This design comes from an exercise in tuning for small area on the open sky130 flow, not from production work. Only simulation tests tie the RTL to the original design; equivalence was not proved. No activity file was given, so power comes from the tool's default toggle rates.

==> job 5034 <==
==> flow/design.v <==
module bp_aoi3 (
    input  logic [2:0] s,
    input  logic [2:0] d,
    output logic       y_n
);
    assign y_n = !((s[0] & d[0]) | (s[1] & d[1]) | (s[2] & d[2]));
endmodule
module bp_rd64 (
    input  logic [63:0] s,
    input  logic [63:0] d,
    output logic        y
);
    logic [21:0] g_n;
    for (genvar k = 0; k < 21; k++) begin : g
        bp_aoi3 u (.s(s[3*k+2:3*k]), .d(d[3*k+2:3*k]), .y_n(g_n[k]));
    end
    assign g_n[21] = !(s[63] & d[63]);
    assign y = !(&g_n);
endmodule
module bp_dec6 (
    input  logic [5:0]  a,
    output logic [63:0] y
);
    logic [7:0] lo, hi;
    always_comb begin
        for (int k = 0; k < 8; k++) begin
            lo[k] = (a[2:0] == 3'(k));
            hi[k] = (a[5:3] == 3'(k));
        end
        for (int i = 0; i < 64; i++) y[i] = hi[i / 8] & lo[i % 8];
    end
endmodule
module branch_predictor #(
    parameter int ENTRIES = 64,
    parameter int TAG_W   = 8,
    parameter int GHR_W   = 6
) (
    input  logic             clk,
    input  logic             reset,
    input  logic [31:0]      IF_pc,
    output logic             pred_taken,
    output logic [31:0]      pred_target,
    output logic             pred_hit,
    output logic [GHR_W-1:0] pred_ghr,
    input  logic             upd_valid,
    input  logic [31:0]      upd_pc,
    input  logic             upd_taken,
    input  logic [31:0]      upd_target,
    input  logic             upd_is_cond,
    input  logic             upd_mispred,
    input  logic [GHR_W-1:0] upd_ghr,
    output logic [31:0]      mispred_cnt
);
    localparam int IDX_W = $clog2(ENTRIES);
    logic [ENTRIES-1:0] valid_r;
    logic [TAG_W-1:0]   tag_r     [ENTRIES];
    logic [31:0]        target_r  [ENTRIES];
    logic [ENTRIES-1:0] is_cond_r;
    logic [1:0]         ctr_r     [ENTRIES];
    logic [31:0]        mispred_cnt_r;
    logic [IDX_W-1:0]  if_idx_s, upd_idx_s;
    logic [TAG_W-1:0]  if_tag_s, upd_tag_s;
    logic [ENTRIES-1:0] if_sel_s, upd_sel_s;
    assign if_idx_s  = IF_pc[IDX_W+1:2];
    assign if_tag_s  = IF_pc[IDX_W+1+TAG_W:IDX_W+2];
    assign upd_idx_s = upd_pc[IDX_W+1:2];
    assign upd_tag_s = upd_pc[IDX_W+1+TAG_W:IDX_W+2];
    bp_dec6 u_if_dec  (.a(if_idx_s),  .y(if_sel_s));
    bp_dec6 u_upd_dec (.a(upd_idx_s), .y(upd_sel_s));
    logic [ENTRIES-1:0] tag_col    [TAG_W];
    logic [ENTRIES-1:0] target_col [32];
    logic [ENTRIES-1:0] ctr_col    [2];
    always_comb begin
        for (int i = 0; i < ENTRIES; i++) begin
            for (int b = 0; b < TAG_W; b++) tag_col[b][i] = tag_r[i][b];
            for (int b = 0; b < 32; b++)    target_col[b][i] = target_r[i][b];
            for (int b = 0; b < 2; b++)     ctr_col[b][i] = ctr_r[i][b];
        end
    end
    logic              rd_valid, rd_cond, rd_dir;
    logic [TAG_W-1:0]  rd_tag;
    logic [31:0]       rd_target;
    bp_rd64 u_rd_valid (.s(if_sel_s), .d(valid_r),    .y(rd_valid));
    bp_rd64 u_rd_cond  (.s(if_sel_s), .d(is_cond_r),  .y(rd_cond));
    bp_rd64 u_rd_dir   (.s(if_sel_s), .d(ctr_col[1]), .y(rd_dir));
    for (genvar b = 0; b < TAG_W; b++) begin : g_rd_tag
        bp_rd64 u (.s(if_sel_s), .d(tag_col[b]), .y(rd_tag[b]));
    end
    for (genvar b = 0; b < 32; b++) begin : g_rd_target
        bp_rd64 u (.s(if_sel_s), .d(target_col[b]), .y(rd_target[b]));
    end
    logic              ur_valid;
    logic [TAG_W-1:0]  ur_tag;
    logic [1:0]        ur_ctr;
    bp_rd64 u_ur_valid (.s(upd_sel_s), .d(valid_r), .y(ur_valid));
    for (genvar b = 0; b < TAG_W; b++) begin : g_ur_tag
        bp_rd64 u (.s(upd_sel_s), .d(tag_col[b]), .y(ur_tag[b]));
    end
    for (genvar b = 0; b < 2; b++) begin : g_ur_ctr
        bp_rd64 u (.s(upd_sel_s), .d(ctr_col[b]), .y(ur_ctr[b]));
    end
    logic hit_s, taken_s, upd_hit_s;
    logic [1:0] new_ctr_s;
    assign hit_s     = !reset && rd_valid && (rd_tag == if_tag_s);
    assign taken_s   = hit_s && (!rd_cond || rd_dir);
    assign upd_hit_s = ur_valid && (ur_tag == upd_tag_s);
    always_comb begin
        if (!upd_hit_s)     new_ctr_s = 2'b10;
        else if (upd_taken) new_ctr_s = (ur_ctr == 2'b11) ? 2'b11 : ur_ctr + 2'b01;
        else                new_ctr_s = (ur_ctr == 2'b00) ? 2'b00 : ur_ctr - 2'b01;
    end
    assign pred_hit    = hit_s;
    assign pred_taken  = taken_s;
    assign pred_target = taken_s ? rd_target : (IF_pc + 32'd4);
    assign pred_ghr    = {GHR_W{1'b0}};
    assign mispred_cnt = reset ? 32'd0 : mispred_cnt_r;
    logic wr_alloc, wr_state;
    assign wr_alloc = !reset && upd_valid && upd_taken;                  
    assign wr_state = !reset && upd_valid && (upd_taken || upd_hit_s);   
    always_ff @(posedge clk) begin
        if (reset) mispred_cnt_r <= 32'd0;
        else if (upd_valid && upd_mispred) mispred_cnt_r <= mispred_cnt_r + 32'd1;
    end
    always_ff @(posedge clk) begin
        for (int i = 0; i < ENTRIES; i++) begin
            if (reset) valid_r[i] <= 1'b0;
            else if (wr_alloc && upd_sel_s[i]) valid_r[i] <= 1'b1;
            if (wr_alloc && upd_sel_s[i]) begin
                tag_r[i]    <= upd_tag_s;
                target_r[i] <= upd_target;
            end
            if (wr_state && upd_sel_s[i]) begin
                is_cond_r[i] <= upd_is_cond;
                ctr_r[i]     <= new_ctr_s;
            end
        end
    end
endmodule
==> flow/flow/run.sh <==
#!/bin/bash
# The standard layout, with plain buffers on the ports and no CTS dummy loads.
set -euo pipefail
export BUFFER_PORTS_ARGS="-buffer_cell sky130_fd_sc_hd__buf_2"
export CTS_ARGS="-sink_clustering_enable -repair_clock_nets -dont_use_dummy_load -sink_clustering_size 18 -sink_clustering_max_diameter 55 -buf_list sky130_fd_sc_hd__clkbuf_8"
bash standard.sh > standard_flow.log 2>&1
==> flow/standard.sh <==
#!/bin/bash
# synth_recipe.tcl (not shown) runs the flow's synth.tcl, then flattens the netlist and writes it again
# the make line also repeats each setting of config.mk as NAME=value (left out here)
make -C /OpenROAD-flow-scripts/flow DESIGN_CONFIG=/design/flow/config.mk WORK_HOME=/design/flow/orfs CLKGATE_MAP_FILE= SYNTH_SCRIPT=/design/flow/synth_recipe.tcl "${@:-finish}"
==> flow/config.mk <==
export PLATFORM = sky130hd
export DESIGN_NAME = branch_predictor
export DESIGN_NICKNAME = branch_predictor
export VERILOG_FILES = /design/flow/design.v
export SDC_FILE = /design/flow/constraint.sdc
export NUM_CORES = 4
export LEC_CHECK = 0
export CAP_MARGIN = 20
export CORE_MARGIN = 2
export CORE_UTILIZATION = 65
export CTS_BUF_LIST = sky130_fd_sc_hd__clkbuf_8
export CTS_CLUSTER_DIAMETER = 55
export CTS_CLUSTER_SIZE = 18
export PLACE_DENSITY = 0.75
export SETUP_SLACK_MARGIN = 0.15
export SLEW_MARGIN = 20
export SYNTH_HIERARCHICAL = 1
export SYNTH_MINIMUM_KEEP_SIZE = 0
==> flow/constraint.sdc <==
create_clock -name core_clock -period 7.0 [get_ports {clk}]
set_input_delay 1.4000 -clock core_clock [delete_from_list [all_inputs] [get_ports {clk}]]
set_output_delay 1.4000 -clock core_clock [all_outputs]
set_load 0.01 [all_outputs]
==> job 2701 (differences from job 5034) <==
Settings changed: CAP_MARGIN 20 to 10, CORE_UTILIZATION 65 to 60, PLACE_DENSITY 0.75 to 0.7, SLEW_MARGIN 20 to 10.
==> summary of the runs <==
Job 5034 finished clean. Job 2701 finished clean.
Sequential power is about the same in job 2701 and job 5034.
Of job 5034 and job 2701, job 2701 has the higher clock-buffer cell count (gap 2).
Of job 5034 and job 2701, job 2701 has the higher combinational power (gap about 2%, measured against job 2701).
Fmax is about the same in job 2701 and job 5034.
Hold slack is about the same in job 2701 and job 5034.
In job 2701 the global-route usage is lower than in job 5034, by 2.4 points.
Of job 2701 and job 5034, job 2701 has the higher worst setup slack (gap 2.8 ps).
Sequential share of layout area: job 5034 is higher than job 2701 (0.35 points).
Total power: job 5034 is smaller than job 2701 (about 0.35%).
Sequential cell count is the same in job 2701 and job 5034.

==> run G <==
// branch_predictor: RTL as listed in full above, without the edits since
==> flow/config.mk <==
export PLATFORM = sky130hd
export DESIGN_NAME = branch_predictor
export DESIGN_NICKNAME = branch_predictor
export VERILOG_FILES = /design/flow/design.v
export SDC_FILE = /design/flow/constraint.sdc
export NUM_CORES = 4
export LEC_CHECK = 0
export CAP_MARGIN = 20
export CORE_MARGIN = 2
export CORE_UTILIZATION = 60
export CTS_BUF_LIST = sky130_fd_sc_hd__clkbuf_8
export CTS_CLUSTER_DIAMETER = 55
export CTS_CLUSTER_SIZE = 18
export PLACE_DENSITY = 0.7
export SETUP_SLACK_MARGIN = 0.15
export SLEW_MARGIN = 20
export SYNTH_HIERARCHICAL = 1
export SYNTH_MINIMUM_KEEP_SIZE = 0
==> flow/constraint.sdc <==
create_clock -name core_clock -period 7.0 [get_ports {clk}]
set_input_delay 1.4000 -clock core_clock [delete_from_list [all_inputs] [get_ports {clk}]]
set_output_delay 1.4000 -clock core_clock [all_outputs]
set_load 0.01 [all_outputs]
standard.sh (not shown) runs the stock make flow with config.mk's settings and CLKGATE_MAP_FILE= SYNTH_SCRIPT=/design/flow/synth_recipe.tcl, a recipe that flattens the netlist after the stock synthesis.
==> flow/flow/run.sh <==
#!/bin/bash
# The standard layout, with plain buffers on the ports and no CTS dummy loads.
set -euo pipefail
export BUFFER_PORTS_ARGS="-buffer_cell sky130_fd_sc_hd__buf_2"
export CTS_ARGS="-sink_clustering_enable -repair_clock_nets -dont_use_dummy_load -sink_clustering_size 18 -sink_clustering_max_diameter 55 -buf_list sky130_fd_sc_hd__clkbuf_8"
bash standard.sh > standard_flow.log 2>&1
==> run Y: changes against run G <==
--- a/flow/design.v
+++ b/flow/design.v
@@ -16,19 +16,6 @@
     end
     assign g_n[21] = !(s[63] & d[63]);
     assign y = !(&g_n);
-endmodule
-module bp_dec6 (
-    input  logic [5:0]  a,
-    output logic [63:0] y
-);
-    logic [7:0] lo, hi;
-    always_comb begin
-        for (int k = 0; k < 8; k++) begin
-            lo[k] = (a[2:0] == 3'(k));
-            hi[k] = (a[5:3] == 3'(k));
-        end
-        for (int i = 0; i < 64; i++) y[i] = hi[i / 8] & lo[i % 8];
-    end
 endmodule
 module branch_predictor #(
     parameter int ENTRIES = 64,
@@ -65,8 +52,12 @@
     assign if_tag_s  = IF_pc[IDX_W+1+TAG_W:IDX_W+2];
     assign upd_idx_s = upd_pc[IDX_W+1:2];
     assign upd_tag_s = upd_pc[IDX_W+1+TAG_W:IDX_W+2];
-    bp_dec6 u_if_dec  (.a(if_idx_s),  .y(if_sel_s));
-    bp_dec6 u_upd_dec (.a(upd_idx_s), .y(upd_sel_s));
+    always_comb begin
+        for (int i = 0; i < ENTRIES; i++) begin
+            if_sel_s[i]  = (if_idx_s == IDX_W'(i));
+            upd_sel_s[i] = (upd_idx_s == IDX_W'(i));
+        end
+    end
     logic [ENTRIES-1:0] tag_col    [TAG_W];
     logic [ENTRIES-1:0] target_col [32];
     logic [ENTRIES-1:0] ctr_col    [2];
==> flow/run.sh (new file) <==
#!/bin/bash
# synth_recipe.tcl (not shown) runs the flow's synth.tcl, then flattens the netlist and writes it again
# the make line also repeats each setting of config.mk as NAME=value (left out here)
make -C /OpenROAD-flow-scripts/flow DESIGN_CONFIG=/design/flow/config.mk WORK_HOME=/design/flow/orfs CLKGATE_MAP_FILE= SYNTH_SCRIPT=/design/flow/synth_recipe.tcl finish
Settings changed: CORE_UTILIZATION 60 to 70, CTS_BUF_LIST sky130_fd_sc_hd__clkbuf_8 to sky130_fd_sc_hd__clkbuf_16, CTS_CLUSTER_DIAMETER 55 to 60, CTS_CLUSTER_SIZE 18 to 30, PLACE_DENSITY 0.7 to 0.78, SETUP_SLACK_MARGIN 0.15 to 0.0.
removed: flow/flow/run.sh
removed: flow/standard.sh
==> run M: changes against run G <==
==> flow/design.v, changed modules only <==
module bp_nand4 (
    input  logic [3:0] a,
    output logic       y
);
    assign y = !(&a);
endmodule
module bp_nor2 (
    input  logic [1:0] a,
    output logic       y_n
);
    assign y_n = !(|a);
endmodule
module bp_rd64 (
    input  logic [63:0] s,
    input  logic [63:0] d,
    output logic        y
);
    logic [21:0] g_n;
    logic [5:0]  h;
    logic [2:0]  m_n;
    for (genvar k = 0; k < 21; k++) begin : g
        bp_aoi3 u (.s(s[3*k+2:3*k]), .d(d[3*k+2:3*k]), .y_n(g_n[k]));
    end
    assign g_n[21] = !(s[63] & d[63]);
    for (genvar k = 0; k < 5; k++) begin : t1
        bp_nand4 u (.a(g_n[4*k+3:4*k]), .y(h[k]));
    end
    assign h[5] = !(g_n[20] & g_n[21]);
    for (genvar k = 0; k < 3; k++) begin : t2
        bp_nor2 u (.a(h[2*k+1:2*k]), .y_n(m_n[k]));
    end
    assign y = !(&m_n);
endmodule
==> comparison <==
Between run Y and run M, the lower clock power is in run M (gap about 40%, measured against run M).
The highest cell area belongs to run Y, the lowest to run G.
Run M completed with no timing, DRC or antenna violations. Run Y finished but fails on setup timing. Run G finished clean.
In sequential power, run Y and run G hardly differ.
The highest via count belongs to run Y, the lowest to run G.
Worst setup slack: run G > run M > run Y.
The highest area after synthesis belongs to run M, the lowest to run Y.
The highest first-iteration DRC count belongs to run Y, the lowest to run G.
Core utilization, highest first: run Y, run M, run G.
==> figures <==
| quantity | run G | run M | run Y |
|---|---|---|---|
| Average routed wire per standard cell | 34.34 um | 37.94 um | 36.00 um |
| Result of the run | timing/DRC/antenna clean | timing/DRC/antenna clean | finished with violations |
| Layout check failures | - | - | setup timing |
| Global-route wire length before repair | 401800 um | 438600 um | 410600 um |
| Final HPWL DP | 172800 um | 189900 um | 177500 um |
| Critical-path cell with the highest stage delay | sky130_fd_sc_hd__or4_4 | sky130_fd_sc_hd__or4_4 | sky130_fd_sc_hd__clkdlybuf4s50_1 |
| Proportion of netlist area held by the largest area contributor | 0.7995 | 0.7969 | 0.8017 |
| Max-slew headroom | 0.2003 | 0.1868 | 0.2285 |
| Initial DRT Pass Iterations | 13 | 15 | 14 |
| Final area over synthesized area | 1.0882x | 1.0890x | 1.1336x |
| Minimum clock period after layout | 6.742 ns | 6.802 ns | 7.111 ns |
| Initial cell density of the core | 0.6032 | 0.6038 | 0.7064 |
| Crit path depth | 16 | 16 | 22 |
| Global routing met2 resource utilization | 0.4806 | 0.5245 | 0.5564 |
| XOR/XNOR share of the synthesized area | 0.006004 | 0.005985 | 0.006372 |
| Total routing resource utilization after global routing | 0.3164 | 0.3536 | 0.3773 |
| Final standard cell area without fillers | 0.1125 mm^2 | 0.1129 mm^2 | 0.1169 mm^2 |
| Met1 wire length | 100900 um | 108500 um | 94030 um |

## afterwards: timing with drivers on the ports
The flow's constraints put no driver on any port. The routed layouts listed below were extracted and timed again, unchanged, in two steps. Step 1 assumes that a clkbuf_16 drives the clock port and a buf_2 every other input. Step 2 moves the port delays by t, midway between the first and last clock arrival at a register: inputs arrive t later, outputs are due t later. That takes back most of the time a late clock gives input paths. a / b / c = ideal ports / drivers / drivers and shift; a / b = the first two.
run | shift t [ns] | setup WS [ns] | worst setup path at the end | pins driven straight from the clock port
job 5034 | 1.026 | 0.212 / 0.125 / 0.125 | input to output | 1
job 2701 | 1.046 | 0.215 / 0.113 / 0.113 | input to output | 1
run G | 1.044 | 0.258 / 0.159 / 0.159 | input to output | 1
run Y | 0.902 | -0.111 / -0.139 / -0.139 | input to output | 1
run M | 1.030 | 0.198 / 0.073 / 0.073 | input to output | 1
For run M, which loses most, drivers alone change the setup slack by -0.125 ns; drivers and shift together by -0.125 ns.
